Source: an optimization exercise on an open RTL-to-GDS flow (aim: small area, a short achievable clock period and few clock cycles). Production flows keep margins and buffers that such runs may drop.
Only simulation tests tie the RTL to the original design; equivalence was not proved.
No driver is modelled on the clock port, so clocking that relies on it looks cheaper here than on a real chip.
Power figures rest on the tool's default switching activity, not on a simulated workload.

<file path="design/flow/design.v">
package mul_accel_pkg;
  typedef logic [31:0] word_t;
  typedef logic [31:0] addr_t;
  typedef logic [15:0] operand_t;
  typedef logic [3:0]  shift_t;
  typedef enum logic [2:0] {IDLE, RD_A, WT_A, RD_B, WT_B, FEED, DRAIN, WR_C} stream_state_e;
  localparam addr_t CsrShift  = 32'd0;
  localparam addr_t CsrCommit = 32'd1;
  localparam addr_t CsrCount  = 32'd2;
  localparam addr_t CsrBaseA  = 32'd0;
  localparam addr_t CsrBaseB  = 32'd1;
  localparam addr_t CsrBaseC  = 32'd2;
  localparam addr_t CsrLength = 32'd3;
  localparam addr_t CsrStart  = 32'd4;
  localparam addr_t CsrStatus = 32'd5;
endpackage
module add16_bk (
  input  logic [15:0] a,
  input  logic [15:0] b,
  input  logic        ci,
  output logic [15:0] s,
  output logic        co
);
  logic [15:0] g, p, c;
  always_comb begin
    logic [15:0] gg, pp;
    gg = a & b;
    pp = a ^ b;
    gg[0] = gg[0] | (pp[0] & ci);
    for (int l = 0; l < 4; l++)
      for (int i = 0; i < 16; i++)
        if ((i % (2 << l)) == (2 << l) - 1) begin
          gg[i] = gg[i] | (pp[i] & gg[i - (1 << l)]);
          pp[i] = pp[i] & pp[i - (1 << l)];
        end
    for (int l = 2; l >= 0; l--)
      for (int i = 0; i < 16; i++)
        if (i >= 3 * (1 << l) - 1 && ((i - (3 * (1 << l) - 1)) % (2 << l)) == 0) begin
          gg[i] = gg[i] | (pp[i] & gg[i - (1 << l)]);
          pp[i] = pp[i] & pp[i - (1 << l)];
        end
    g = gg;
    p = a ^ b;
  end
  assign c  = {g[14:0], ci};
  assign s  = p ^ c;
  assign co = g[15];
endmodule
module mul_step (
  input  logic [15:0] a,
  input  logic [17:0] t,
  input  logic [2:0]  sel1,
  input  logic [2:0]  sel2,
  input  logic [2:0]  sel3,
  input  logic [2:0]  sel4,
  input  logic [1:0]  neg,
  input  logic [15:0] addend,
  output logic [23:0] msum
);
  logic w1, w2, w3, w4, w5, w6, w7, w8, w9, w10, w11, w12, w13, w14, w15, w16, w17, w18, w19, w20, w21, w22, w23, w24, w25, w26, w27, w28, w29, w30, w31, w32, w33, w34, w35, w36, w37, w38, w39, w40, w41, w42, w43, w44, w45, w46, w47, w48, w49, w50, w51, w52, w53, w54, w55, w56, w57, w58, w59, w60, w61, w62, w63, w64, w65, w66, w67, w68, w69, w70, w71, w72, w73, w74, w75, w76, w77, w78, w79, w80, w81, w82, w83, w84, w85, w86, w87, w88, w89, w90, w91, w92, w93, w94, w95, w96, w97, w98, w99, w100, w101, w102, w103, w104, w105, w106, w107, w108, w109, w110, w111, w112, w113, w114, w115, w116, w117, w118, w119, w120, w121, w122, w123, w124, w125, w126, w127, w128, w129, w130, w131, w132, w133, w134, w135, w136, w137, w138, w139, w140, w141, w142, w143, w144;
  logic [23:0] ra, rb;
  assign w1 = ((sel1[0] & a[0]) | (sel3[0] & t[0])) ^ neg[0];
  assign w2 = ((sel1[0] & a[1]) | (sel2[0] & a[0]) | (sel3[0] & t[1])) ^ neg[0];
  assign w3 = ((sel1[0] & a[2]) | (sel2[0] & a[1]) | (sel3[0] & t[2]) | (sel4[0] & a[0])) ^ neg[0];
  assign w4 = ((sel1[0] & a[3]) | (sel2[0] & a[2]) | (sel3[0] & t[3]) | (sel4[0] & a[1])) ^ neg[0];
  assign w5 = ((sel1[0] & a[4]) | (sel2[0] & a[3]) | (sel3[0] & t[4]) | (sel4[0] & a[2])) ^ neg[0];
  assign w6 = ((sel1[0] & a[5]) | (sel2[0] & a[4]) | (sel3[0] & t[5]) | (sel4[0] & a[3])) ^ neg[0];
  assign w7 = ((sel1[0] & a[6]) | (sel2[0] & a[5]) | (sel3[0] & t[6]) | (sel4[0] & a[4])) ^ neg[0];
  assign w8 = ((sel1[0] & a[7]) | (sel2[0] & a[6]) | (sel3[0] & t[7]) | (sel4[0] & a[5])) ^ neg[0];
  assign w9 = ((sel1[0] & a[8]) | (sel2[0] & a[7]) | (sel3[0] & t[8]) | (sel4[0] & a[6])) ^ neg[0];
  assign w10 = ((sel1[0] & a[9]) | (sel2[0] & a[8]) | (sel3[0] & t[9]) | (sel4[0] & a[7])) ^ neg[0];
  assign w11 = ((sel1[0] & a[10]) | (sel2[0] & a[9]) | (sel3[0] & t[10]) | (sel4[0] & a[8])) ^ neg[0];
  assign w12 = ((sel1[0] & a[11]) | (sel2[0] & a[10]) | (sel3[0] & t[11]) | (sel4[0] & a[9])) ^ neg[0];
  assign w13 = ((sel1[0] & a[12]) | (sel2[0] & a[11]) | (sel3[0] & t[12]) | (sel4[0] & a[10])) ^ neg[0];
  assign w14 = ((sel1[0] & a[13]) | (sel2[0] & a[12]) | (sel3[0] & t[13]) | (sel4[0] & a[11])) ^ neg[0];
  assign w15 = ((sel1[0] & a[14]) | (sel2[0] & a[13]) | (sel3[0] & t[14]) | (sel4[0] & a[12])) ^ neg[0];
  assign w16 = ((sel1[0] & a[15]) | (sel2[0] & a[14]) | (sel3[0] & t[15]) | (sel4[0] & a[13])) ^ neg[0];
  assign w17 = ((sel2[0] & a[15]) | (sel3[0] & t[16]) | (sel4[0] & a[14])) ^ neg[0];
  assign w18 = ((sel3[0] & t[17]) | (sel4[0] & a[15])) ^ neg[0];
  assign w19 = ((sel1[1] & a[0]) | (sel3[1] & t[0])) ^ neg[1];
  assign w20 = ((sel1[1] & a[1]) | (sel2[1] & a[0]) | (sel3[1] & t[1])) ^ neg[1];
  assign w21 = ((sel1[1] & a[2]) | (sel2[1] & a[1]) | (sel3[1] & t[2]) | (sel4[1] & a[0])) ^ neg[1];
  assign w22 = ((sel1[1] & a[3]) | (sel2[1] & a[2]) | (sel3[1] & t[3]) | (sel4[1] & a[1])) ^ neg[1];
  assign w23 = ((sel1[1] & a[4]) | (sel2[1] & a[3]) | (sel3[1] & t[4]) | (sel4[1] & a[2])) ^ neg[1];
  assign w24 = ((sel1[1] & a[5]) | (sel2[1] & a[4]) | (sel3[1] & t[5]) | (sel4[1] & a[3])) ^ neg[1];
  assign w25 = ((sel1[1] & a[6]) | (sel2[1] & a[5]) | (sel3[1] & t[6]) | (sel4[1] & a[4])) ^ neg[1];
  assign w26 = ((sel1[1] & a[7]) | (sel2[1] & a[6]) | (sel3[1] & t[7]) | (sel4[1] & a[5])) ^ neg[1];
  assign w27 = ((sel1[1] & a[8]) | (sel2[1] & a[7]) | (sel3[1] & t[8]) | (sel4[1] & a[6])) ^ neg[1];
  assign w28 = ((sel1[1] & a[9]) | (sel2[1] & a[8]) | (sel3[1] & t[9]) | (sel4[1] & a[7])) ^ neg[1];
  assign w29 = ((sel1[1] & a[10]) | (sel2[1] & a[9]) | (sel3[1] & t[10]) | (sel4[1] & a[8])) ^ neg[1];
  assign w30 = ((sel1[1] & a[11]) | (sel2[1] & a[10]) | (sel3[1] & t[11]) | (sel4[1] & a[9])) ^ neg[1];
  assign w31 = ((sel1[1] & a[12]) | (sel2[1] & a[11]) | (sel3[1] & t[12]) | (sel4[1] & a[10])) ^ neg[1];
  assign w32 = ((sel1[1] & a[13]) | (sel2[1] & a[12]) | (sel3[1] & t[13]) | (sel4[1] & a[11])) ^ neg[1];
  assign w33 = ((sel1[1] & a[14]) | (sel2[1] & a[13]) | (sel3[1] & t[14]) | (sel4[1] & a[12])) ^ neg[1];
  assign w34 = ((sel1[1] & a[15]) | (sel2[1] & a[14]) | (sel3[1] & t[15]) | (sel4[1] & a[13])) ^ neg[1];
  assign w35 = ((sel2[1] & a[15]) | (sel3[1] & t[16]) | (sel4[1] & a[14])) ^ neg[1];
  assign w36 = ((sel3[1] & t[17]) | (sel4[1] & a[15])) ^ neg[1];
  assign w37 = (sel1[2] & a[0]) | (sel3[2] & t[0]);
  assign w38 = (sel1[2] & a[1]) | (sel2[2] & a[0]) | (sel3[2] & t[1]);
  assign w39 = (sel1[2] & a[2]) | (sel2[2] & a[1]) | (sel3[2] & t[2]) | (sel4[2] & a[0]);
  assign w40 = (sel1[2] & a[3]) | (sel2[2] & a[2]) | (sel3[2] & t[3]) | (sel4[2] & a[1]);
  assign w41 = (sel1[2] & a[4]) | (sel2[2] & a[3]) | (sel3[2] & t[4]) | (sel4[2] & a[2]);
  assign w42 = (sel1[2] & a[5]) | (sel2[2] & a[4]) | (sel3[2] & t[5]) | (sel4[2] & a[3]);
  assign w43 = (sel1[2] & a[6]) | (sel2[2] & a[5]) | (sel3[2] & t[6]) | (sel4[2] & a[4]);
  assign w44 = (sel1[2] & a[7]) | (sel2[2] & a[6]) | (sel3[2] & t[7]) | (sel4[2] & a[5]);
  assign w45 = (sel1[2] & a[8]) | (sel2[2] & a[7]) | (sel3[2] & t[8]) | (sel4[2] & a[6]);
  assign w46 = (sel1[2] & a[9]) | (sel2[2] & a[8]) | (sel3[2] & t[9]) | (sel4[2] & a[7]);
  assign w47 = (sel1[2] & a[10]) | (sel2[2] & a[9]) | (sel3[2] & t[10]) | (sel4[2] & a[8]);
  assign w48 = (sel1[2] & a[11]) | (sel2[2] & a[10]) | (sel3[2] & t[11]) | (sel4[2] & a[9]);
  assign w49 = (sel1[2] & a[12]) | (sel2[2] & a[11]) | (sel3[2] & t[12]) | (sel4[2] & a[10]);
  assign w50 = (sel1[2] & a[13]) | (sel2[2] & a[12]) | (sel3[2] & t[13]) | (sel4[2] & a[11]);
  assign w51 = (sel1[2] & a[14]) | (sel2[2] & a[13]) | (sel3[2] & t[14]) | (sel4[2] & a[12]);
  assign w52 = (sel1[2] & a[15]) | (sel2[2] & a[14]) | (sel3[2] & t[15]) | (sel4[2] & a[13]);
  assign w53 = (sel2[2] & a[15]) | (sel3[2] & t[16]) | (sel4[2] & a[14]);
  assign w54 = (sel3[2] & t[17]) | (sel4[2] & a[15]);
  assign w55 = w4 ^ w19;
  assign w56 = w4 & w19;
  assign w57 = w5 ^ w20;
  assign w58 = w5 & w20;
  assign w59 = w6 ^ w21;
  assign w60 = w6 & w21;
  assign w61 = w7 ^ w22 ^ w37;
  assign w62 = (w7 & w22) | (w7 & w37) | (w22 & w37);
  assign w63 = w8 ^ w23 ^ w38;
  assign w64 = (w8 & w23) | (w8 & w38) | (w23 & w38);
  assign w65 = w9 ^ w24 ^ w39;
  assign w66 = (w9 & w24) | (w9 & w39) | (w24 & w39);
  assign w67 = w10 ^ w25 ^ w40;
  assign w68 = (w10 & w25) | (w10 & w40) | (w25 & w40);
  assign w69 = w11 ^ w26 ^ w41;
  assign w70 = (w11 & w26) | (w11 & w41) | (w26 & w41);
  assign w71 = w12 ^ w27 ^ w42;
  assign w72 = (w12 & w27) | (w12 & w42) | (w27 & w42);
  assign w73 = w13 ^ w28 ^ w43;
  assign w74 = (w13 & w28) | (w13 & w43) | (w28 & w43);
  assign w75 = w14 ^ w29 ^ w44;
  assign w76 = (w14 & w29) | (w14 & w44) | (w29 & w44);
  assign w77 = w15 ^ w30 ^ w45;
  assign w78 = (w15 & w30) | (w15 & w45) | (w30 & w45);
  assign w79 = w16 ^ w31 ^ w46;
  assign w80 = (w16 & w31) | (w16 & w46) | (w31 & w46);
  assign w81 = w17 ^ w32;
  assign w82 = w17 & w32;
  assign w83 = w18 ^ w33;
  assign w84 = w18 & w33;
  assign w85 = neg[0] ^ w34;
  assign w86 = neg[0] & w34;
  assign w87 = neg[0] ^ w35;
  assign w88 = neg[0] & w35;
  assign w89 = neg[0] ^ w36;
  assign w90 = neg[0] & w36;
  assign w91 = neg[0] ^ neg[1];
  assign w92 = neg[0] & neg[1];
  assign w93 = neg[0] ^ neg[1];
  assign w94 = neg[0] & neg[1];
  assign w95 = neg[0] ^ neg[1];
  assign w96 = neg[0] & neg[1];
  assign w97 = w1 ^ neg[0];
  assign w98 = w1 & neg[0];
  assign w99 = w2 ^ addend[1];
  assign w100 = w2 & addend[1];
  assign w101 = w3 ^ addend[2];
  assign w102 = w3 & addend[2];
  assign w103 = w55 ^ neg[1] ^ addend[3];
  assign w104 = (w55 & neg[1]) | (w55 & addend[3]) | (neg[1] & addend[3]);
  assign w105 = w56 ^ w57 ^ addend[4];
  assign w106 = (w56 & w57) | (w56 & addend[4]) | (w57 & addend[4]);
  assign w107 = w58 ^ w59 ^ addend[5];
  assign w108 = (w58 & w59) | (w58 & addend[5]) | (w59 & addend[5]);
  assign w109 = w60 ^ w61 ^ addend[6];
  assign w110 = (w60 & w61) | (w60 & addend[6]) | (w61 & addend[6]);
  assign w111 = w62 ^ w63 ^ addend[7];
  assign w112 = (w62 & w63) | (w62 & addend[7]) | (w63 & addend[7]);
  assign w113 = w64 ^ w65 ^ addend[8];
  assign w114 = (w64 & w65) | (w64 & addend[8]) | (w65 & addend[8]);
  assign w115 = w66 ^ w67 ^ addend[9];
  assign w116 = (w66 & w67) | (w66 & addend[9]) | (w67 & addend[9]);
  assign w117 = w68 ^ w69 ^ addend[10];
  assign w118 = (w68 & w69) | (w68 & addend[10]) | (w69 & addend[10]);
  assign w119 = w70 ^ w71 ^ addend[11];
  assign w120 = (w70 & w71) | (w70 & addend[11]) | (w71 & addend[11]);
  assign w121 = w72 ^ w73 ^ addend[12];
  assign w122 = (w72 & w73) | (w72 & addend[12]) | (w73 & addend[12]);
  assign w123 = w74 ^ w75 ^ addend[13];
  assign w124 = (w74 & w75) | (w74 & addend[13]) | (w75 & addend[13]);
  assign w125 = w76 ^ w77 ^ addend[14];
  assign w126 = (w76 & w77) | (w76 & addend[14]) | (w77 & addend[14]);
  assign w127 = w78 ^ w79 ^ addend[15];
  assign w128 = (w78 & w79) | (w78 & addend[15]) | (w79 & addend[15]);
  assign w129 = w80 ^ w81 ^ w47;
  assign w130 = (w80 & w81) | (w80 & w47) | (w81 & w47);
  assign w131 = w82 ^ w83 ^ w48;
  assign w132 = (w82 & w83) | (w82 & w48) | (w83 & w48);
  assign w133 = w84 ^ w85 ^ w49;
  assign w134 = (w84 & w85) | (w84 & w49) | (w85 & w49);
  assign w135 = w86 ^ w87 ^ w50;
  assign w136 = (w86 & w87) | (w86 & w50) | (w87 & w50);
  assign w137 = w88 ^ w89 ^ w51;
  assign w138 = (w88 & w89) | (w88 & w51) | (w89 & w51);
  assign w139 = w90 ^ w91 ^ w52;
  assign w140 = (w90 & w91) | (w90 & w52) | (w91 & w52);
  assign w141 = w92 ^ w93 ^ w53;
  assign w142 = (w92 & w93) | (w92 & w53) | (w93 & w53);
  assign w143 = w94 ^ w95 ^ w54;
  assign w144 = (w94 & w95) | (w94 & w54) | (w95 & w54);
  assign ra = {w142, w140, w138, w136, w134, w132, w130, w128, w126, w124, w122, w120, w118, w116, w114, w112, w110, w108, w106, w104, w102, w100, w98, w97};
  assign rb = {w143, w141, w139, w137, w135, w133, w131, w129, w127, w125, w123, w121, w119, w117, w115, w113, w111, w109, w107, w105, w103, w101, w99, addend[0]};
  assign msum = ra + rb;
endmodule
module mul_accel_top #(
  parameter int unsigned StreamerCsrNum = 6
) (
  input  logic  clk_i,
  input  logic  rst_n_i,
  input  mul_accel_pkg::addr_t csr_req_addr_i,
  input  mul_accel_pkg::word_t csr_req_data_i,
  input  logic  csr_req_write_i,
  input  logic  csr_req_valid_i,
  output logic  csr_req_ready_o,
  output mul_accel_pkg::word_t csr_rsp_data_o,
  output logic  csr_rsp_valid_o,
  input  logic  csr_rsp_ready_i,
  output mul_accel_pkg::addr_t tcdm_addr_o,
  output mul_accel_pkg::word_t tcdm_wdata_o,
  output logic  tcdm_write_o,
  output logic  tcdm_req_o,
  input  logic  tcdm_gnt_i,
  input  mul_accel_pkg::word_t tcdm_rdata_i,
  input  logic  tcdm_rvalid_i
);
  logic [31:0] base_a_q, base_b_q, base_c_q, len_q, count_q;
  logic [3:0]  shift_q;
  logic [3:0]  shl_q, shh_q;
  logic        rsp_valid_q;
  logic [6:0]  rsel_q;
  logic        st_a_q, st_b_q, st_c_q, st_t_q;
  logic        first_q, last_q;
  logic [31:0] idx_q;
  logic [31:0] addr_q;
  logic        ga_q, ga2_q, gb_q, s1_q, s2_q, cv_q;
  logic [15:0] a_q;
  logic [31:0] c_q;
  logic busy;
  assign busy = st_a_q | st_b_q | st_c_q | st_t_q;
  logic       req_fire, wr, hi_zero;
  logic [3:0] a4;
  logic       start;
  assign req_fire = csr_req_valid_i & ~rsp_valid_q;
  assign wr       = req_fire & csr_req_write_i;
  assign hi_zero  = csr_req_addr_i[31:4] == '0;
  assign a4       = csr_req_addr_i[3:0];
  assign start    = wr & hi_zero & (a4 == 4'd4) & ~busy & vl_q & (len_q != '0);
  logic [6:0] rsel_d;
  logic       rd;
  assign rd = ~csr_req_write_i & hi_zero;
  assign rsel_d = {rd & (a4 == 4'd5) & busy, rd & (a4 == 4'd6), rd & (a4 == 4'd8),
                   rd & (a4 == 4'd3), rd & (a4 == 4'd2), rd & (a4 == 4'd1), rd & (a4 == 4'd0)};
  always_ff @(posedge clk_i or negedge rst_n_i) begin
    if (!rst_n_i) begin
      rsp_valid_q <= 1'b0;
    end else if (req_fire) begin
      rsp_valid_q <= 1'b1;
    end else if (csr_rsp_ready_i) begin
      rsp_valid_q <= 1'b0;
    end
  end
  always_ff @(posedge clk_i or negedge rst_n_i) begin
    if (!rst_n_i) rsel_q <= '0;
    else if (req_fire) rsel_q <= rsel_d;
  end
  assign csr_rsp_data_o = ({32{rsel_q[0]}} & base_a_q) | ({32{rsel_q[1]}} & base_b_q) |
                          ({32{rsel_q[2]}} & base_c_q) | ({32{rsel_q[3]}} & len_q) |
                          ({32{rsel_q[4]}} & count_q) | ({32{rsel_q[5]}} & {28'd0, shift_q}) |
                          {31'd0, rsel_q[6]};
  assign csr_req_ready_o = ~rsp_valid_q;
  assign csr_rsp_valid_o = rsp_valid_q;
  logic        va_q, vb_q, vc_q, vl_q;
  logic [31:0] wdata_z;
  logic        wr_ok, wr_a, wr_b, wr_c, wr_l;
  assign wr_ok   = wr & hi_zero & ~busy;
  assign wr_a    = wr_ok & (a4 == 4'd0);
  assign wr_b    = wr_ok & (a4 == 4'd1);
  assign wr_c    = wr_ok & (a4 == 4'd2);
  assign wr_l    = wr_ok & (a4 == 4'd3);
  assign wdata_z = csr_req_data_i & {32{wr}};
  always_ff @(posedge clk_i) begin
    if (wr_a || (!va_q && !wr)) base_a_q <= wdata_z;
    if (wr_b || (!vb_q && !wr)) base_b_q <= wdata_z;
    if (wr_c || (!vc_q && !wr)) base_c_q <= wdata_z;
    if (wr_l || (!vl_q && !wr)) len_q    <= wdata_z;
  end
  always_ff @(posedge clk_i or negedge rst_n_i) begin
    if (!rst_n_i) begin
      va_q <= 1'b0;
      vb_q <= 1'b0;
      vc_q <= 1'b0;
      vl_q <= 1'b0;
    end else begin
      if (wr_a || !wr) va_q <= 1'b1;
      if (wr_b || !wr) vb_q <= 1'b1;
      if (wr_c || !wr) vc_q <= 1'b1;
      if (wr_l || !wr) vl_q <= 1'b1;
    end
  end
  always_ff @(posedge clk_i or negedge rst_n_i) begin
    if (!rst_n_i) begin
      shift_q  <= '0;
      shl_q    <= 4'b0001;
      shh_q    <= 4'b0001;
    end else begin
      if (wr && hi_zero && !busy) begin
        if (a4 == 4'd7) begin
          shl_q <= 4'b0001 << shift_q[1:0];
          shh_q <= 4'b0001 << shift_q[3:2];
        end
      end
      if (wr && hi_zero && a4 == 4'd6) shift_q <= csr_req_data_i[3:0];
    end
  end
  logic gnt_a, gnt_b, gnt_c, adv_c, done;
  assign gnt_a = st_a_q & tcdm_gnt_i;
  assign gnt_b = st_b_q & tcdm_gnt_i;
  assign gnt_c = req_c & tcdm_gnt_i;
  assign adv_c = st_c_q & (first_q | gnt_c);
  assign done  = st_t_q & gnt_c;
  logic        req_c;
  logic        cy_q, hip_q;
  logic [16:0] cnt_lo;
  logic [15:0] cnt_hi;
  logic        cnt_hi_co;
  assign req_c  = (st_c_q | st_t_q) & cv_q;
  add16_bk i_cnt_lo (.a(count_q[15:0]),  .b(len_q[15:0]),  .ci(1'b0), .s(cnt_lo[15:0]), .co(cnt_lo[16]));
  add16_bk i_cnt_hi (.a(count_q[31:16]), .b(len_q[31:16]), .ci(cy_q), .s(cnt_hi),       .co(cnt_hi_co));
  always_ff @(posedge clk_i or negedge rst_n_i) begin
    if (!rst_n_i) begin
      count_q <= '0;
      cy_q    <= 1'b0;
      hip_q   <= 1'b0;
    end else begin
      hip_q <= start;
      if (start) begin
        count_q[15:0] <= cnt_lo[15:0];
        cy_q          <= cnt_lo[16];
      end
      if (hip_q) count_q[31:16] <= cnt_hi;
    end
  end
  function automatic logic sum_eq(input logic [31:0] x, input logic [31:0] y, input logic [31:0] k);
    logic ok;
    logic c;
    ok = 1'b1;
    c  = 1'b0;
    for (int i = 0; i < 32; i++) begin
      ok = ok & ((x[i] ^ y[i] ^ k[i]) == c);
      c  = (x[i] & y[i]) | ((x[i] ^ y[i]) & ~k[i]);
    end
    sum_eq = ok;
  endfunction
  logic [31:0] nbase;
  logic        ncin;
  logic [32:0] nsum;
  logic ta_q, tc_q, last_d;
  assign last_d = sum_eq(idx_q, 32'd2, len_q);
  assign nbase  = ({32{ta_q}} & base_a_q) | ({32{st_a_q}} & base_b_q) | ({32{tc_q}} & base_c_q);
  assign ncin   = ta_q | st_a_q;
  always_ff @(posedge clk_i or negedge rst_n_i) begin
    if (!rst_n_i) begin
      ta_q <= 1'b1;
      tc_q <= 1'b0;
    end else begin
      if (start | gnt_a | adv_c) ta_q <= 1'b0;
      if (start | adv_c) tc_q <= 1'b0;
      if (gnt_a) tc_q <= 1'b1;
      if (gnt_b) begin
        ta_q <= ~last_d;
        tc_q <= last_d;
      end
      if (done) begin
        ta_q <= 1'b1;
        tc_q <= 1'b0;
      end
    end
  end
  assign nsum = {nbase, ncin} + {idx_q, 1'b1};
  always_ff @(posedge clk_i or negedge rst_n_i) begin
    if (!rst_n_i) begin
      st_a_q  <= 1'b0;
      st_b_q  <= 1'b0;
      st_c_q  <= 1'b0;
      st_t_q  <= 1'b0;
      first_q <= 1'b0;
      last_q  <= 1'b0;
      ga_q    <= 1'b0;
      ga2_q   <= 1'b0;
      gb_q    <= 1'b0;
      s1_q    <= 1'b0;
      s2_q    <= 1'b0;
      cv_q    <= 1'b0;
    end else begin
      ga_q <= gnt_a;
      ga2_q <= ga_q;
      gb_q <= gnt_b;
      if (start) begin
        st_a_q  <= 1'b1;
        first_q <= 1'b1;
      end
      if (gnt_a) begin
        st_a_q <= 1'b0;
        st_b_q <= 1'b1;
      end
      if (gnt_b) begin
        st_b_q <= 1'b0;
        st_c_q <= 1'b1;
        last_q <= last_d;
      end
      if (adv_c) begin
        st_c_q  <= 1'b0;
        first_q <= 1'b0;
        if (last_q) st_t_q <= 1'b1;
        else        st_a_q <= 1'b1;
      end
      if (done) begin
        st_t_q <= 1'b0;
      end
      if (gb_q) s1_q <= 1'b1;
      else if (!cv_q) s1_q <= 1'b0;
      s2_q <= s1_q & ~cv_q;
      if (s2_q) cv_q <= 1'b1;
      else if (gnt_c) cv_q <= 1'b0;
    end
  end
  always_ff @(posedge clk_i) begin
    if (!busy) idx_q <= '1;
    else if (gnt_b) idx_q <= idx_q + 32'd1;
  end
  always_ff @(posedge clk_i) begin
    if (start | gnt_a | gnt_b | adv_c) addr_q <= nsum[32:1];
  end
  assign tcdm_req_o   = st_a_q | st_b_q | req_c;
  assign tcdm_write_o = st_c_q | st_t_q;
  assign tcdm_addr_o  = addr_q;
  logic        s1_fire;
  logic [7:0]  bhi_q;
  logic [17:0] t_q;
  logic [2:0]  sel1_q, sel2_q, sel3_q, sel4_q;
  logic [1:0]  neg_q;
  logic [7:0]  nbyte;
  logic [15:0] addend;
  logic [23:0] msum;
  assign s1_fire = s1_q & ~cv_q;
  assign nbyte   = gb_q ? tcdm_rdata_i[7:0] : bhi_q;
  assign addend  = s2_q ? c_q[31:16] : 16'd0;
  mul_step i_mul_step (
    .a      ( a_q    ),
    .t      ( t_q    ),
    .sel1   ( sel1_q ),
    .sel2   ( sel2_q ),
    .sel3   ( sel3_q ),
    .sel4   ( sel4_q ),
    .neg    ( neg_q  ),
    .addend ( addend ),
    .msum   ( msum   )
  );
  logic [2:0] sel1_d, sel2_d, sel3_d, sel4_d;
  logic [1:0] neg_d;
  logic       ld_enc;
  always_comb begin
    for (int i = 0; i < 3; i++) begin
      logic x0, x1, x2, x3;
      logic [2:0] sum, mag;
      x0 = (i == 0) ? 1'b0 : nbyte[3*i-1];
      x1 = nbyte[3*i];
      x2 = nbyte[3*i+1];
      x3 = (i == 2) ? 1'b0 : nbyte[3*i+2];
      sum = {1'b0, x2, 1'b0} + {2'b00, x1} + {2'b00, x0};
      mag = x3 ? 3'd4 - sum : sum;
      sel1_d[i] = mag == 3'd1;
      sel2_d[i] = mag == 3'd2;
      sel3_d[i] = mag == 3'd3;
      sel4_d[i] = mag == 3'd4;
      if (i < 2) neg_d[i] = x3;
    end
  end
  assign ld_enc = gb_q | s1_fire;
  always_ff @(posedge clk_i or negedge rst_n_i) begin
    if (!rst_n_i) begin
      a_q    <= '0;
      t_q    <= '0;
      sel1_q <= '0;
      sel2_q <= '0;
      sel3_q <= '0;
      sel4_q <= '0;
      neg_q  <= '0;
    end else begin
    if (ga_q) a_q <= tcdm_rdata_i[15:0];
    if (ga2_q) t_q <= {2'b00, a_q} + {1'b0, a_q, 1'b0};
    if (ld_enc) begin
      sel1_q <= sel1_d;
      sel2_q <= sel2_d;
      sel3_q <= sel3_d;
      sel4_q <= sel4_d;
      neg_q  <= neg_d;
    end
    end
  end
  always_ff @(posedge clk_i) begin
    if (gb_q) bhi_q <= tcdm_rdata_i[15:8];
    if (s1_fire | s2_q) c_q[31:8] <= msum;
    if (s2_q) c_q[7:0] <= c_q[15:8];
  end
  logic [31:0] shl_c;
  always_comb begin
    for (int i = 0; i < 32; i++) begin
      shl_c[i] = 1'b0;
      tcdm_wdata_o[i] = 1'b0;
    end
    for (int i = 0; i < 32; i++)
      for (int k = 0; k < 4; k++)
        if (i + k < 32) shl_c[i] = shl_c[i] | (shl_q[k] & c_q[i+k]);
    for (int i = 0; i < 32; i++)
      for (int k = 0; k < 4; k++)
        if (i + 4 * k < 32) tcdm_wdata_o[i] = tcdm_wdata_o[i] | (shh_q[k] & shl_c[i+4*k]);
  end
endmodule
</file>
<file path="design/flow/flow/run.sh">
#!/bin/bash
set -euo pipefail
ARGS="BUFFER_PORTS_ARGS=-buffer_cell sky130_fd_sc_hd__buf_1"
R=orfs/results/sky130hd/mul_accel_top/base
bash standard.sh "$ARGS" cts > flow_make_cts.log 2>&1
SKEW_DB=$R/4_cts.odb SKEW_SDC=$R/4_cts.sdc SKEW_OUT=$R/4_cts.odb \
  SKEW_DLY=sky130_fd_sc_hd__clkdlybuf4s18_1 SKEW_DRV=sky130_fd_sc_hd__clkbuf_16 \
  openroad -no_init -exit flow/skew.tcl > skew.log 2>&1
bash standard.sh "$ARGS" finish > flow_make_finish.log 2>&1
</file>
<file path="design/flow/flow/skew.tcl">
# Useful skew for the multiplier: delay the clock of the result register c_q, where the
# multiplier's register-to-register paths end. Each group of c_q flip-flops on one clock
# leaf net gets its own delay buffer between the leaf net and their clock pins.
read_liberty $::env(FLOW_HOME)/platforms/sky130hd/lib/sky130_fd_sc_hd__tt_025C_1v80.lib
read_db $::env(SKEW_DB)
read_sdc $::env(SKEW_SDC)
set_propagated_clock [all_clocks]
source $::env(FLOW_HOME)/platforms/sky130hd/setRC.tcl
estimate_parasitics -placement
puts "before:"
report_checks -path_delay max -to [get_pins -hierarchical c_q*/D] -format end
report_checks -path_delay max -from [get_pins -hierarchical c_q*/CLK] -format end
set block [ord::get_db_block]
set dly_master [[ord::get_db] findMaster $::env(SKEW_DLY)]
set drv_master [[ord::get_db] findMaster $::env(SKEW_DRV)]
array set groups {}
foreach inst [$block getInsts] {
  if {[regexp {^c_q\\\[} [$inst getName]]} {
    set net [[$inst findITerm CLK] getNet]
    lappend groups([$net getName]) $inst
  }
}
set k 0
foreach netname [lsort [array names groups]] {
  set net [$block findNet $netname]
  # delay cell, then a clock buffer that drives the flip-flops with a sharp edge
  set dly [odb::dbInst_create $block $dly_master skew_dly_$k]
  set mid [odb::dbNet_create $block skew_mid_$k]
  $mid setSigType CLOCK
  set buf [odb::dbInst_create $block $drv_master skew_buf_$k]
  set nn [odb::dbNet_create $block skew_net_$k]
  $nn setSigType CLOCK
  [$dly findITerm A] connect $net
  [$dly findITerm X] connect $mid
  [$buf findITerm A] connect $mid
  [$buf findITerm X] connect $nn
  set sx 0; set sy 0; set c 0
  foreach inst $groups($netname) {
    set it [$inst findITerm CLK]
    $it disconnect
    $it connect $nn
    set bb [$inst getBBox]
    set sx [expr {$sx + [$bb xMin]}]; set sy [expr {$sy + [$bb yMin]}]; incr c
  }
  $buf setLocation [expr {$sx / $c}] [expr {$sy / $c}]
  $buf setPlacementStatus PLACED
  $dly setLocation [expr {$sx / $c}] [expr {$sy / $c}]
  $dly setPlacementStatus PLACED
  puts "skew_buf_$k on $netname drives $c flip-flops"
  incr k
}
global_connect
detailed_placement
check_placement -verbose
estimate_parasitics -placement
puts "after:"
report_checks -path_delay max -to [get_pins -hierarchical c_q*/D] -format end
report_checks -path_delay max -from [get_pins -hierarchical c_q*/CLK] -format end
report_checks -path_delay min -to [get_pins -hierarchical c_q*/D] -format end
report_check_types -max_slew -max_capacitance
foreach p [get_pins -hierarchical c_q*/CLK] { report_slews $p }
write_db $::env(SKEW_OUT)
</file>
<file path="design/flow/standard.sh">
#!/bin/bash
# synth_recipe.tcl (not shown) runs the flow's synth.tcl, then flattens the netlist and writes it again
# the make line also repeats each setting of config.mk as NAME=value (left out here)
make -C /OpenROAD-flow-scripts/flow DESIGN_CONFIG=/design/flow/config.mk WORK_HOME=/design/flow/orfs CLKGATE_MAP_FILE= SYNTH_SCRIPT=/design/flow/synth_recipe.tcl "${@:-finish}"
</file>
<file path="design/flow/config.mk">
export PLATFORM = sky130hd
export DESIGN_NAME = mul_accel_top
export DESIGN_NICKNAME = mul_accel_top
export VERILOG_FILES = /design/flow/design.v
export SDC_FILE = /design/flow/constraint.sdc
export NUM_CORES = 4
export LEC_CHECK = 0
export CAP_MARGIN = 20
export CORE_MARGIN = 8
export CORE_UTILIZATION = 60
export CTS_BUF_LIST = sky130_fd_sc_hd__clkbuf_16
export CTS_CLUSTER_DIAMETER = 100
export CTS_CLUSTER_SIZE = 20
export PLACE_DENSITY = 0.75
export SETUP_SLACK_MARGIN = 4
export SLEW_MARGIN = 20
</file>
<file path="design/flow/constraint.sdc">
create_clock -name core_clock -period 8.0 [get_ports {clk_i}]
set_input_delay 1.6000 -clock core_clock [delete_from_list [all_inputs] [get_ports {clk_i}]]
set_output_delay 1.6000 -clock core_clock [all_outputs]
set_load 0.01 [all_outputs]
</file>
==> impl_metrics.tcl, run 1 <==
set metrics [dict create \
    status "finished clean" \
    drc 0 \
    worst_setup_path_end_kind "output pin" \
    worstMarginPinSlew_ns 0.887 \
    rsz0062_at_grt "yes" \
    rows 70 \
    fin_skew_ns 0.398 \
    grt_pass1_wl_um 94700 \
    synth_seq_cells 352 \
    layout_common_cells "edfxtp_1, nand2_1, buf_1, a22oi_1, inv_1" \
    setup_viol 0 \
    synth_edf_count 200 \
    leakage_nw 10.5 \
    finalSetupTns_ns 0 \
    yosysWarnings 2 \
    drtPass1Iterations 9 \
    avgSynthCellArea_um2 10.5 \
    n_antenna_cell 0 \
    clk_pin_slew_ns 0.08 \
    final_common_cell "edfxtp_1" \
    cts_root_buf "clkbuf_16" \
    ys.flop_type "edfxtp_1" \
    die_area_mm2 0.0437 \
    syn_nets 2421 \
    required_ns 6.40 \
    drive_above_1_share_pct 11.5 \
    drt_wl_total_um 59900 \
    port_buffers 185 \
    wl_per_cell_um 21.7 \
    setup_slack_ns 4.08 \
    start_util_pct 60.9 \
    ys_seq_area_share_pct 43.2 \
    syn_to_final_growth_pct 11.4 \
    cts.sinks 352 \
    hold_buffers 0 \
    dr_total_vias 17811 \
    grt_overflow 0 \
    die_w_um 209 \
    cp.arrival_ns 2.32 \
    r2r_slack_ns 4.12 \
    place_ws_ns 3.23 \
    start_kind "flip-flop" \
    path_class "reg -> out" \
    ioPinCount 203 \
    synth_cell_types 71 \
    min_path_cells 1 \
    ys_async_sr_fraction_pct 34.1 \
    grtUsageTotal_pct 26.5 \
    grt_antenna_before_repair 0 \
    fmax_ghz 0.255 \
    hold_viol_final 0 \
    placed_area_mm2 0.0235 \
    critPathMaxFanout 5 \
    drtAntennaViolNets 0 \
    period_share_pct 49.0 \
    peakVddDrop_mv 0.154 \
    hpwl_um 42600 \
    worstReg2RegStart "ta_q" \
    p_per_area_mw_per_mm2 130 \
    numCtsBuffers 22 \
    nets 2571 \
    hold_path.class "reg -> reg" \
    cts_tree "built" \
    die_h_um 209 \
    fill_cells 2725 \
    drtIter0Drc 2212 \
    grt_pass1_vias 17264 \
    final_max_slew_viol_count 0 \
    grt_max_degree 78 \
    core_area_mm2 0.0367 \
    r2r-end "addr_q[16]" \
    synth.cell_area_mm2 0.0224 \
    final_area_mm2 0.0249 \
    htreeDepth 1 \
    drv_cap 0 \
    fin_crit_ns 3.92 \
    holdPathEnd "s1_q" \
    ff2ff_path_depth 12 \
    hold_path_startpoint "s1_q" \
    clock_path_buffers 3 \
    relSlewSlack_pct 40.9 \
    fin_util_pct 67.9 \
    vias_per_cell 6.46 \
    syn_inst 2121 \
    place_congestion 0.935 \
    clk_latency_ns 0.92 \
]
-- stage by stage --
stage	cells	power [mW]	hold WS, ns
3_3_place_gp	2668	2.00	0.455
2_1_floorplan	2121	1.96	0.352
3_5_place_dp	2668	2.00	0.462
6_report	2755	3.24	0.488
4_1_cts	2730	3.12	0.486
5_1_grt	2755	3.32	0.515
-- worst max-delay path, cell delays in order (launching register included) --
cell and delay, ns:
edfxtp_1 0.48, a22oi_1 0.24, nand2_2 0.13, a222oi_1 0.36
inv_1 0.08, buf_1 0.14
-- registers in the layout, summed over array words and instances, names as in the netlist, 7 cells and up --
| register | count |
|---|---|
| a_q | 16 |
| addr_q | 32 |
| base_a_q | 32 |
| base_b_q | 32 |
| base_c_q | 32 |
| bhi_q | 8 |
| c_q | 32 |
| count_q | 32 |
| idx_q | 32 |
| len_q | 32 |
| rsel_q | 7 |
| t_q | 18 |
-- synth_stat cells (25+ instances only) --
| cell | instances | area, µm² |
|---|---|---|
| a222oi_1 | 70 | 701 |
| dfxtp_1 | 32 | 641 |
| o21ai_0 | 63 | 315 |
| nor3_1 | 25 | 125 |
| edfxtp_1 | 200 | 6010 |
| ha_1 | 149 | 1860 |
| fa_1 | 48 | 961 |
| xor2_1 | 46 | 403 |
| and2_1 | 45 | 282 |
| a21o_1 | 46 | 345 |
| inv_1 | 137 | 514 |
| clkbuf_1 | 110 | 413 |
| a22oi_1 | 156 | 1170 |
| nand2_1 | 206 | 773 |
| xnor2_1 | 119 | 1040 |
| nor2_1 | 83 | 312 |
| a22o_1 | 42 | 368 |
| a221oi_1 | 38 | 333 |
| a21oi_1 | 80 | 400 |
| dfrtp_1 | 117 | 2930 |
| mux2_2 | 52 | 586 |
| nand3_1 | 36 | 180 |
-- logic make-up (layout without fill, tap and decap cells) --
logic type,count (synthesis),in the layout,synth area share [%]
compound gates,574,574,19.4
simple gates,508,508,10.8
flops,352,352,43.2
buf+inv,263,429,4.45
fa+ha+maj,199,199,12.7
xor+xnor,165,165,6.46
mux,60,60,2.98
-- power by group --
| group | internal, mW | switching, mW |
|---|---|---|
| clock network | 0.622 | 0.650 |
| registers | 1.91 | 0.000596 |
| logic | 0.0162 | 0.0403 |
-- final cells by class --
type	instances	area, µm²	area share (%)
multi-input cells	1506	12100	48.7
inverters	138	526	2.11
flip-flops and latches	352	9700	38.9
plain buffers	8	140	0.563
well taps	468	586	2.35
repair buffers	243	1160	4.67
clock buffers	22	551	2.21
clock inverters	18	104	0.417
-- per-layer routing --
layer | vias up | wire (µm) | global-route usage, %
met3 | 82 | 6290 | 5.30
met4 | 0 | 988 | 4.96
met5 | - | 0 | 0
met2 | 869 | 25600 | 39.3
li1 | 8238 | - | -
met1 | 8622 | 27000 | 39.9
-- worst max path at each step --
stage / startpoint / to / slack (ns) / cells past startpoint
2_1_floorplan: sel3_q[1] / c_q[30] / 3.94 / 18
3_3_place_gp: neg_q[0] / c_q[30] / 3.34 / 15
3_5_place_dp: neg_q[0] / c_q[30] / 3.23 / 15
4_1_cts: sel3_q[1] / c_q[30] / 3.73 / 16
5_1_grt: sel3_q[0] / c_q[29] / 3.93 / 16
6_report: c_q[22] / tcdm_wdata_o[21] / 4.08 / 5
-- timing repair --
| item | CTS | global route |
|---|---|---|
| resized for setup | 42 | 47 |
| setup endpoints to repair | 20 | 72 |
| buffers inserted | 22 | 17 |
| pin swaps | 9 | 28 |
| hold endpoints to repair | 0 | 0 |
Testbench counts, summed over its fixed seeds: cycles 11,462.
==> inputs of run 2 (changes only) <==
--- a/design/flow/config.mk
+++ b/design/flow/config.mk
@@ -7,10 +7,10 @@
 export LEC_CHECK = 0
 export CAP_MARGIN = 20
 export CORE_MARGIN = 8
-export CORE_UTILIZATION = 60
+export CORE_UTILIZATION = 70
 export CTS_BUF_LIST = sky130_fd_sc_hd__clkbuf_16
 export CTS_CLUSTER_DIAMETER = 100
 export CTS_CLUSTER_SIZE = 20
-export PLACE_DENSITY = 0.75
+export PLACE_DENSITY = 0.85
 export SETUP_SLACK_MARGIN = 4
 export SLEW_MARGIN = 20
==> impl_metrics.tcl, run 2 <==
set metrics [dict create \
    finalSetupTns_ns 0 \
    hold_buffers 0 \
    critPathMaxStageDelay_ns 0.63 \
    n_antenna_cell 0 \
    syn_to_final_growth_pct 11.4 \
    syn_nets 2421 \
    clk_pin_slew_ns 0.08 \
    final_max_slew_viol_count 0 \
    rsz0062_at_grt "yes" \
    synth_compound_area_share_pct 19.4 \
    htreeDepth 1 \
    fin_cells 2697 \
    fin_skew_ns 0.469 \
    grt_pass1_wl_um 97300 \
    syn_inst 2121 \
    yosysWarnings 2 \
    synth_top_family_by_area "compound AO/OA/AOI/OAI gates" \
    final_area_mm2 0.0249 \
    ys_top_cells_by_area "edfxtp_1, dfrtp_1, ha_1" \
    crit_path_cell_trace "a22o_1, a221oi_1, fa_2, fa_1, inv_2, ha_4, a21o_1, a21o_1, a21oi_2, nand2_2, a31oi_4, nor3_4, o41ai_4, mux2i_1, nand2_1" \
    drv_cap 0 \
    synth_cell_types 71 \
    synth_top_area_share_pct 26.9 \
    ff2ff_path_depth 15 \
    register_area_mm2 0.00969 \
    synthTopCellsByCount "nand2_1, edfxtp_1, a22oi_1" \
    synth.area.mux_share_pct 2.98 \
    required_ns 8.66 \
    cts_root_buf "clkbuf_16" \
    hpwl_um 42300 \
    avgSynthCellArea_um2 10.5 \
    cp_top_family "compound AO/OA/AOI/OAI gates" \
    relSlewSlack_pct 40.2 \
    place_ws_ns 3.24 \
    ys_seq_area_share_pct 43.2 \
    setup_viol 0 \
    fill_cells 1943 \
    synthSimpleGateAreaFrac_pct 10.8 \
    cp.arrival_ns 4.70 \
    path_class "reg -> reg" \
    worst_setup_path_end_kind "flip-flop" \
    min_path_cells 1 \
    synth_edf_count 200 \
    leakage_nw 10.5 \
    yosysTopAreaCell "edfxtp_1" \
    placed_area_mm2 0.0234 \
    vias_per_cell 6.89 \
    dr_total_vias 18569 \
    timing.hold.ws_ns 0.488 \
    die_h_um 195 \
    cts.sinks 352 \
    cts_tree "built" \
    status "finished clean" \
    drtIter0Drc 2527 \
    period_share_pct 50.5 \
    port_buffers 185 \
    drtPass1Iterations 9 \
    die_area_mm2 0.0379 \
    final_common_cell "nand2_1" \
    fin_util_pct 79.2 \
    grtUsageTotal_pct 31.4 \
    grt_overflow 0 \
    wl_per_cell_um 23.0 \
    slowest_stage "dfrtp_1" \
    p_per_area_mw_per_mm2 128 \
    grt_pass1_vias 18090 \
    hold_viol_final 0 \
    ioPinCount 203 \
    ys_async_sr_fraction_pct 34.1 \
    yosys.area_share.xor_xnor_pct 6.46 \
    drtAntennaViolNets 0 \
    crit_cells 15 \
    peakVddDrop_mv 0.197 \
    die_w_um 195 \
    nets 2580 \
    power_mw 3.20 \
    ys.flop_type "edfxtp_1" \
    placed_cells 2601 \
    hold_path.class "reg -> reg" \
    synth_most_common_cell "nand2_1" \
    drive_above_1_share_pct 12.2 \
    numCtsBuffers 21 \
    drc 0 \
    multi_input_area_mm2 0.0122 \
    critPathMaxFanout 17 \
    start_util_pct 71.1 \
    worstMarginPinSlew_ns 0.897 \
    grt_max_degree 63 \
    drt_wl_total_um 62000 \
    synth_fa_ha_area_share_pct 12.7 \
    synth_seq_cells 352 \
    layout_common_cells "nand2_1, edfxtp_1, buf_1, a22oi_1, inv_1" \
    clock_path_buffers 3 \
    grt_antenna_before_repair 1 \
    rows 65 \
    setup_slack_ns 3.96 \
    place_congestion 0.900 \
    synth.cell_area_mm2 0.0224 \
    fmax_ghz 0.247 \
    fin_crit_ns 4.04 \
    crit_top_cell "a21o_1" \
    start_kind "flip-flop" \
    cp_num_buf_inv 1 \
    clk_latency_ns 0.99 \
    core_area_mm2 0.0315 \
]
[run 2: cell counts after synthesis]
Identical to the previous run, type by type.
[run 2: kinds of logic after synthesis]
logic type	after synthesis
muxes	60
DFF	352
AOI/OAI and AO/OA	574
xor gates and xnor gates	165
and+or+nand+nor	508
buffers and inverters	263
adders and majority gates	199
[run 2: report_power, final]
group / switching, mW / internal [mW]
combinational: 0.0398 / 0.0160
clock: 0.641 / 0.591
sequential: 0.000397 / 1.91
total: 0.681 / 2.52
[run 2: final cells by class]
| cell class | instances | share of cell area [%] |
|---|---|---|
| flip-flops and latches | 352 | 38.9 |
| inverters | 138 | 2.11 |
| multi-input cells | 1506 | 49.1 |
| clock inverters | 17 | 0.291 |
| well taps | 402 | 2.02 |
| repair buffers | 253 | 4.90 |
| plain buffers | 8 | 0.562 |
| clock buffers | 21 | 2.11 |
[run 2: timing repair]
action	CTS	global route
gates resized for setup	67	38
gates cloned	0	0
pin swaps	30	32
buffers inserted	35	15
setup endpoints to repair	18	61
[run 2: final timing paths]
check                                from       end  slack (ns)
worst max-delay path            sel1_q[2]   c_q[30]        3.96
worst min-delay path               last_q    st_a_q        0.49
worst max register to register  sel1_q[2]   c_q[30]        3.96
worst min register to register     last_q    st_a_q        0.49
max in group asynchronous         rst_n_i  shl_q[2]        5.40
min in group asynchronous         rst_n_i    a_q[3]        1.17
[run 2: layer usage]
layer	vias to the layer above	global-route usage [%]	part of all wire, %
met5	-	0	0.021
met4	2	10.2	3.3
met3	186	8.81	13
met2	1274	47.1	44
met1	8868	43.7	40
li1	8239	-	-
==> inputs of run 3 (changes only) <==
==> design/flow/flow/run.sh (replaced) <==
#!/bin/bash
set -euo pipefail
ARGS="BUFFER_PORTS_ARGS=-buffer_cell sky130_fd_sc_hd__buf_1"
R=orfs/results/sky130hd/mul_accel_top/base
bash standard.sh "$ARGS" cts > flow_make_cts.log 2>&1
SKEW_DB=$R/4_cts.odb SKEW_SDC=$R/4_cts.sdc SKEW_OUT=$R/4_cts.odb \
  SKEW_DLY=sky130_fd_sc_hd__clkdlybuf4s15_1 SKEW_DRV=sky130_fd_sc_hd__clkbuf_16 \
  openroad -no_init -exit flow/skew.tcl > skew.log 2>&1
bash standard.sh "$ARGS" finish > flow_make_finish.log 2>&1
--- a/design/flow/config.mk
+++ b/design/flow/config.mk
@@ -7,10 +7,10 @@
 export LEC_CHECK = 0
 export CAP_MARGIN = 20
 export CORE_MARGIN = 8
-export CORE_UTILIZATION = 70
+export CORE_UTILIZATION = 60
 export CTS_BUF_LIST = sky130_fd_sc_hd__clkbuf_16
 export CTS_CLUSTER_DIAMETER = 100
 export CTS_CLUSTER_SIZE = 20
-export PLACE_DENSITY = 0.85
+export PLACE_DENSITY = 0.75
 export SETUP_SLACK_MARGIN = 4
 export SLEW_MARGIN = 20
==> impl_metrics.tcl, run 3 <==
set metrics [dict create \
    status "finished clean" \
    drtPass1Iterations 9 \
    r2r_slack_ns 4.11 \
    cts_tree "built" \
    die_h_um 209 \
    rsz0062_at_grt "yes" \
    clkPwrFrac_pct 39.3 \
    numCtsBuffers 22 \
    final_common_cell "edfxtp_1" \
    die_w_um 209 \
    grtUsageTotal_pct 26.5 \
    comb_power_share_pct 1.7 \
    hold_path.class "reg -> reg" \
    hpwl_um 42600 \
    leakage_nw 10.5 \
    grt_antenna_before_repair 0 \
    layout_common_cells "edfxtp_1, nand2_1, buf_1, a22oi_1, inv_1" \
    ioPinCount 203 \
    wl_per_cell_um 21.8 \
    ys_seq_area_share_pct 43.2 \
    min_path_cells 1 \
    core_area_mm2 0.0367 \
    syn_to_final_growth_pct 11.3 \
    worstMarginPinSlew_ns 0.866 \
    cp.arrival_ns 2.34 \
    worst_setup_path_end_kind "output pin" \
    place_congestion 0.935 \
    drc 0 \
    setup_viol 0 \
    period_share_pct 49.3 \
    fill_cells 2730 \
    cts_root_buf "clkbuf_16" \
    yosysWarnings 2 \
    synth_seq_cells 352 \
    start_util_pct 60.9 \
    ff2ff_path_depth 12 \
    finalSetupTns_ns 0 \
    clock_path_buffers 3 \
    p_sw_share_pct 21.4 \
    clk_pin_slew_ns 0.09 \
    dr_total_vias 17827 \
    rows 70 \
    grt_pass1_wl_um 94700 \
    nets 2569 \
    start_kind "flip-flop" \
    peakVddDrop_mv 0.153 \
    avgSynthCellArea_um2 10.5 \
    grt_overflow 0 \
    port_buffers 185 \
    internal_power_mw 2.55 \
    die_area_mm2 0.0437 \
    fin_skew_ns 0.383 \
    syn_nets 2421 \
    clk_latency_ns 0.91 \
    cts.sinks 352 \
    synth_most_common_cell "nand2_1" \
    fmax_ghz 0.254 \
    path_class "reg -> out" \
    p_sw_uw 692 \
    fin_crit_ns 3.94 \
    hold_buffers 0 \
    vias_per_cell 6.48 \
    r2r-end "addr_q[16]" \
    synth_edf_count 200 \
    drive_above_1_share_pct 11.3 \
    n_antenna_cell 0 \
    fin_util_pct 67.8 \
    synth.cell_area_mm2 0.0224 \
    ys_top_cells_by_area "edfxtp_1, dfrtp_1, ha_1" \
    synthTopCellsByCount "nand2_1, edfxtp_1, a22oi_1" \
    syn_inst 2121 \
    hold_viol_final 0 \
    drv_cap 0 \
    synth_cell_types 71 \
    yosysTopAreaCell "edfxtp_1" \
    hold_path_startpoint "count_q[31]" \
    holdPathEnd "count_q[31]" \
    synth_top_area_share_pct 26.9 \
    drtAntennaViolNets 0 \
    grt_max_degree 78 \
    drtIter0Drc 2146 \
    relSlewSlack_pct 42.2 \
    ys_async_sr_fraction_pct 34.1 \
    seqPwrFrac_pct 59.0 \
    htreeDepth 1 \
    drt_wl_total_um 59900 \
    required_ns 6.40 \
    grt_pass1_vias 17264 \
    worstReg2RegStart "ta_q" \
    ys.flop_type "edfxtp_1" \
    final_max_slew_viol_count 0 \
    p_per_area_mw_per_mm2 130 \
    critPathMaxFanout 5 \
]
-- run 3: cell counts after synthesis --
Identical to the previous run, type by type.
-- run 3: worst max-delay path: stages (launching register included) --
cell and delay (ns):
edfxtp_1 0.49, a22oi_1 0.24, nand2_2 0.14, a222oi_1 0.38, inv_1 0.07, buf_1 0.13
-- run 3: layout make-up --
cell class	count	area, µm²	share of cell area, %
timing repair buffer	241	1150	4.61
multi-input combinational	1506	12100	48.7
sequential	352	9700	39.0
clock inverter	18	104	0.417
inverter	138	526	2.11
clock buffer	22	551	2.21
buffer	8	140	0.563
tap	468	586	2.35
-- run 3: kinds of logic (layout without fill, tap and decap cells) --
logic type	after synthesis	after routing	share of synthesized area, %
AO/OA/AOI/OAI	574	574	19.4
AND/OR/NAND/NOR	508	508	10.8
flip-flops	352	352	43.2
buffers and inverters	263	427	4.45
adder cells (fa/ha/maj)	199	199	12.7
XOR/XNOR	165	165	6.46
multiplexers	60	60	2.98
-- run 3: how the worst max path moves through the flow --
| stage | start | end | depth (start not counted) |
|---|---|---|---|
| finish | c_q[20] | tcdm_wdata_o[20] | 5 |
| global route | c_q[22] | tcdm_wdata_o[20] | 5 |
| CTS | sel3_q[1] | c_q[30] | 16 |
| detailed placement | neg_q[0] | c_q[30] | 15 |
| global placement | neg_q[0] | c_q[30] | 15 |
| floorplan | sel3_q[1] | c_q[30] | 18 |
-- run 3: metrics by stage --
step | cells | setup WS (ns) | cell area (µm²) | hold slack [ns] | power (mW)
finish | 2753 | 4.06 | 24900 | 0.479 | 3.24
global route | 2753 | 3.95 | 24900 | 0.514 | 3.32
CTS | 2730 | 3.73 | 24400 | 0.486 | 3.12
detailed placement | 2668 | 3.23 | 23500 | 0.462 | 2.00
global placement | 2668 | 3.34 | 23500 | 0.455 | 2.00
floorplan | 2121 | 3.94 | 22600 | 0.352 | 1.96
-- run 3: power by group through the flow --
stage / combinational (mW) / clock (mW) / sequential, mW
global route: 0.0627 / 1.35 / 1.91
finish: 0.0565 / 1.27 / 1.91
detailed placement: 0.0564 / 0 / 1.95
floorplan: 0.0149 / 0 / 1.95
CTS: 0.0567 / 1.16 / 1.91
global placement: 0.0545 / 0 / 1.95
-- run 3: what timing repair did --
item | 4_1_cts | 5_1_grt
pin swaps | 9 | 27
buffers inserted | 22 | 15
resized for setup | 42 | 44
endpoints found under the setup margin | 20 | 73
-- run 3: metal layers --
layer	wire [µm]	vias to the layer above	track usage, %
met5	0	-	0
met4	1040	0	4.96
met3	6270	92	5.30
met2	25500	916	39.3
met1	27100	8591	39.9
li1	-	8228	-
==> inputs of run 4 (changes only) <==
--- a/design/flow/design.v
+++ b/design/flow/design.v
@@ -233,6 +233,7 @@
   logic [3:0]  shl_q, shh_q;
   logic        rsp_valid_q;
   logic [6:0]  rsel_q;
+  logic        va_q, vb_q, vc_q, vl_q;
   logic        st_a_q, st_b_q, st_c_q, st_t_q;
   logic        first_q, last_q;
   logic [31:0] idx_q;
@@ -274,7 +275,6 @@
                           {31'd0, rsel_q[6]};
   assign csr_req_ready_o = ~rsp_valid_q;
   assign csr_rsp_valid_o = rsp_valid_q;
-  logic        va_q, vb_q, vc_q, vl_q;
   logic [31:0] wdata_z;
   logic        wr_ok, wr_a, wr_b, wr_c, wr_l;
   assign wr_ok   = wr & hi_zero & ~busy;
@@ -317,13 +317,12 @@
       if (wr && hi_zero && a4 == 4'd6) shift_q <= csr_req_data_i[3:0];
     end
   end
-  logic gnt_a, gnt_b, gnt_c, adv_c, done;
+  logic gnt_a, gnt_b, gnt_c, adv_c, done, req_c;
   assign gnt_a = st_a_q & tcdm_gnt_i;
   assign gnt_b = st_b_q & tcdm_gnt_i;
   assign gnt_c = req_c & tcdm_gnt_i;
   assign adv_c = st_c_q & (first_q | gnt_c);
   assign done  = st_t_q & gnt_c;
-  logic        req_c;
   logic        cy_q, hip_q;
   logic [16:0] cnt_lo;
   logic [15:0] cnt_hi;
==> design/flow/flow/run.sh (replaced) <==
#!/bin/bash
set -euo pipefail
ARGS="BUFFER_PORTS_ARGS=-buffer_cell sky130_fd_sc_hd__buf_1"
R=orfs/results/sky130hd/mul_accel_top/base
bash standard.sh "$ARGS" cts > flow_make_cts.log 2>&1
SKEW_DB=$R/4_cts.odb SKEW_SDC=$R/4_cts.sdc SKEW_OUT=$R/4_cts.odb \
  SKEW_DLY=sky130_fd_sc_hd__clkdlybuf4s18_1 SKEW_DRV=sky130_fd_sc_hd__clkbuf_16 \
  openroad -no_init -exit flow/skew.tcl > skew.log 2>&1
bash standard.sh "$ARGS" finish > flow_make_finish.log 2>&1
==> impl_metrics.tcl, run 4 <==
set metrics [dict create \
    relSlewSlack_pct 40.9 \
    syn_nets 2421 \
    drtAntennaViolNets 0 \
    drt_wl_total_um 59900 \
    grt_pass1_wl_um 94700 \
    r2r_slack_ns 4.12 \
    layout_common_cells "edfxtp_1, nand2_1, buf_1, a22oi_1, inv_1" \
    ff2ff_path_depth 12 \
    drv_cap 0 \
    fmax_ghz 0.255 \
    path_class "reg -> out" \
    final_common_cell "edfxtp_1" \
    die_h_um 209 \
    syn_inst 2121 \
    vias_per_cell 6.46 \
    start_util_pct 60.9 \
    n_antenna_cell 0 \
    synthTopCellsByCount "nand2_1, edfxtp_1, a22oi_1" \
    worst_setup_path_end_kind "output pin" \
    ys_async_sr_fraction_pct 34.1 \
    finalSetupTns_ns 0 \
    final_max_slew_viol_count 0 \
    synth_top_area_share_pct 26.9 \
    nets 2571 \
    wl_per_cell_um 21.7 \
    ys.flop_type "edfxtp_1" \
    core_area_mm2 0.0367 \
    grt_max_degree 78 \
    hold_path_startpoint "s1_q" \
    cp.arrival_ns 2.32 \
    die_area_mm2 0.0437 \
    ioPinCount 203 \
    hpwl_um 42600 \
    avgSynthCellArea_um2 10.5 \
    cts_tree "built" \
    worstMarginPinSlew_ns 0.887 \
    fill_cells 2725 \
    placed_area_mm2 0.0235 \
    leakage_nw 10.5 \
    start_kind "flip-flop" \
    grt_overflow 0 \
    status "finished clean" \
    fin_skew_ns 0.398 \
    drc 0 \
    rsz0062_at_grt "yes" \
    r2r-end "addr_q[16]" \
    period_share_pct 49.0 \
    port_buffers 185 \
    hold_viol_final 0 \
    place_congestion 0.935 \
    p_per_area_mw_per_mm2 130 \
    ys_top_cells_by_area "edfxtp_1, dfrtp_1, ha_1" \
    fin_crit_ns 3.92 \
    clk_latency_ns 0.92 \
    fin_util_pct 67.9 \
    die_w_um 209 \
    synth.cell_area_mm2 0.0224 \
    cts.sinks 352 \
    syn_to_final_growth_pct 11.4 \
    synth_edf_count 200 \
    synth_cell_types 71 \
    setup_viol 0 \
    clk_pin_slew_ns 0.08 \
    yosysWarnings 2 \
    grt_antenna_before_repair 0 \
    drtPass1Iterations 9 \
    grt_pass1_vias 17264 \
    required_ns 6.40 \
    critPathMaxFanout 5 \
    peakVddDrop_mv 0.154 \
    drtIter0Drc 2212 \
    worstReg2RegStart "ta_q" \
    rows 70 \
    cts_root_buf "clkbuf_16" \
    final_area_mm2 0.0249 \
    htreeDepth 1 \
    clock_path_buffers 3 \
    synth_seq_cells 352 \
    drive_above_1_share_pct 11.5 \
    hold_path.class "reg -> reg" \
    holdPathEnd "s1_q" \
    yosysTopAreaCell "edfxtp_1" \
    synth_most_common_cell "nand2_1" \
    numCtsBuffers 22 \
    ys_seq_area_share_pct 43.2 \
    grtUsageTotal_pct 26.5 \
    dr_total_vias 17811 \
    min_path_cells 1 \
]
## run 4: cell count changes in the layout (fill, tap and decap cells not counted), sizes merged
cell	change
clkdlybuf4s15	-4
buf	+2
clkdlybuf4s18	+4
## run 4: worst max-delay path by stage
stage	from	endpoint	slack, ns	cells past startpoint
after floorplan	sel3_q[1]	c_q[30]	3.94	18
after global placement	neg_q[0]	c_q[30]	3.34	15
after detailed placement	neg_q[0]	c_q[30]	3.23	15
after CTS	sel3_q[1]	c_q[30]	3.73	16
after global routing	sel3_q[0]	c_q[29]	3.93	16
final	c_q[22]	tcdm_wdata_o[21]	4.08	5
## run 4: metrics by stage
step | setup slack [ns] | cells | hold slack [ns] | total power [mW]
global route | 3.93 | 2755 | 0.515 | 3.32
floorplan | 3.94 | 2121 | 0.352 | 1.96
CTS | 3.73 | 2730 | 0.486 | 3.12
finish | 4.08 | 2755 | 0.488 | 3.24
global placement | 3.34 | 2668 | 0.455 | 2.00
detailed placement | 3.23 | 2668 | 0.462 | 2.00
## run 4: area by class of cell
type                       count  area (µm²)  share of cell area (%)
inverter                     138         526                    2.11
tap                          468         586                    2.35
sequential                   352        9700                    38.9
multi-input combinational   1506       12100                    48.7
clock inverter                18         104                   0.417
clock buffer                  22         551                    2.21
timing repair buffer         243        1160                    4.67
buffer                         8         140                   0.563
## run 4: cell families (layout without fill, tap and decap cells)
group           count (synthesis)  count (layout)  share of synthesized area [%]
compound gates                574             574                           19.4
xor+xnor                      165             165                           6.46
fa+ha+maj                     199             199                           12.7
buf+inv                       263             429                           4.45
flops                         352             352                           43.2
mux                            60              60                           2.98
simple gates                  508             508                           10.8
## run 4: metal layers
layer / track usage (%) / share of wire, % / vias to the layer above
li1: - / - / 8238
met1: 39.9 / 45 / 8622
met2: 39.3 / 43 / 869
met3: 5.30 / 10 / 82
met4: 4.96 / 1.6 / 0
met5: 0 / 0 / -
## run 4: report_power, final
| group | leakage [nW] | switching (mW) | internal (mW) |
|---|---|---|---|
| Sequential | 3.49 | 0.000596 | 1.91 |
| Combinational | 6.56 | 0.0403 | 0.0162 |
| Clock | 0.440 | 0.650 | 0.622 |
## run 4: timing repair
action,in CTS,in global routing
buffers inserted,22,17
hold buffers,0,0
gates cloned,0,0
resized for setup,42,47
endpoints found under the setup margin,20,72
pin swaps,9,28
## run 4: worst max-delay path: stages (launching register included)
cell,delay [ns]
edfxtp_1,0.48
a22oi_1,0.24
nand2_2,0.13
a222oi_1,0.36
inv_1,0.08
buf_1,0.14
Testbench counts of run 4, summed over its fixed seeds: cycles 11,462.

-- re-timing with driven ports --
The results above use ideal ports. As a check the final layouts listed here were re-extracted and re-timed, cells and wires unchanged.
Step 1 (the two cells are an assumption about what drives the block):
set clk [get_ports {clk_i}]
set_driving_cell -lib_cell sky130_fd_sc_hd__clkbuf_16 $clk
set_driving_cell -lib_cell sky130_fd_sc_hd__buf_2 [delete_from_list [all_inputs] $clk]
Step 2, shift: input delay + t, output delay - t, t = (earliest + latest rising clock arrival at the registers) / 2. This alone moves slack from input paths to output paths.
Slacks: ideal ports / drivers / drivers and shift; pairs: ideal ports / drivers.
| run | shift t [ns] | slack for setup (ns) | clock arrival spread, ns | worst data-port slew with drivers (ns) | cell pins on the clock port's net |
|---|---|---|---|---|---|
| run 1 | 0.780 | 4.077 / 4.022 / 3.573 | 0.398 / 0.398 | 0.05 | 1 |
| run 2 | 0.808 | 3.959 / 3.959 / 3.549 | 0.469 / 0.469 | 0.05 | 1 |
| run 3 | 0.772 | 4.058 / 4.003 / 3.593 | 0.383 / 0.383 | 0.05 | 1 |
| run 4 | 0.780 | 4.077 / 4.022 / 3.573 | 0.398 / 0.398 | 0.05 | 1 |
Clock arrivals are far apart in every run listed, so t is only a midpoint there and step 2 fits no single register.
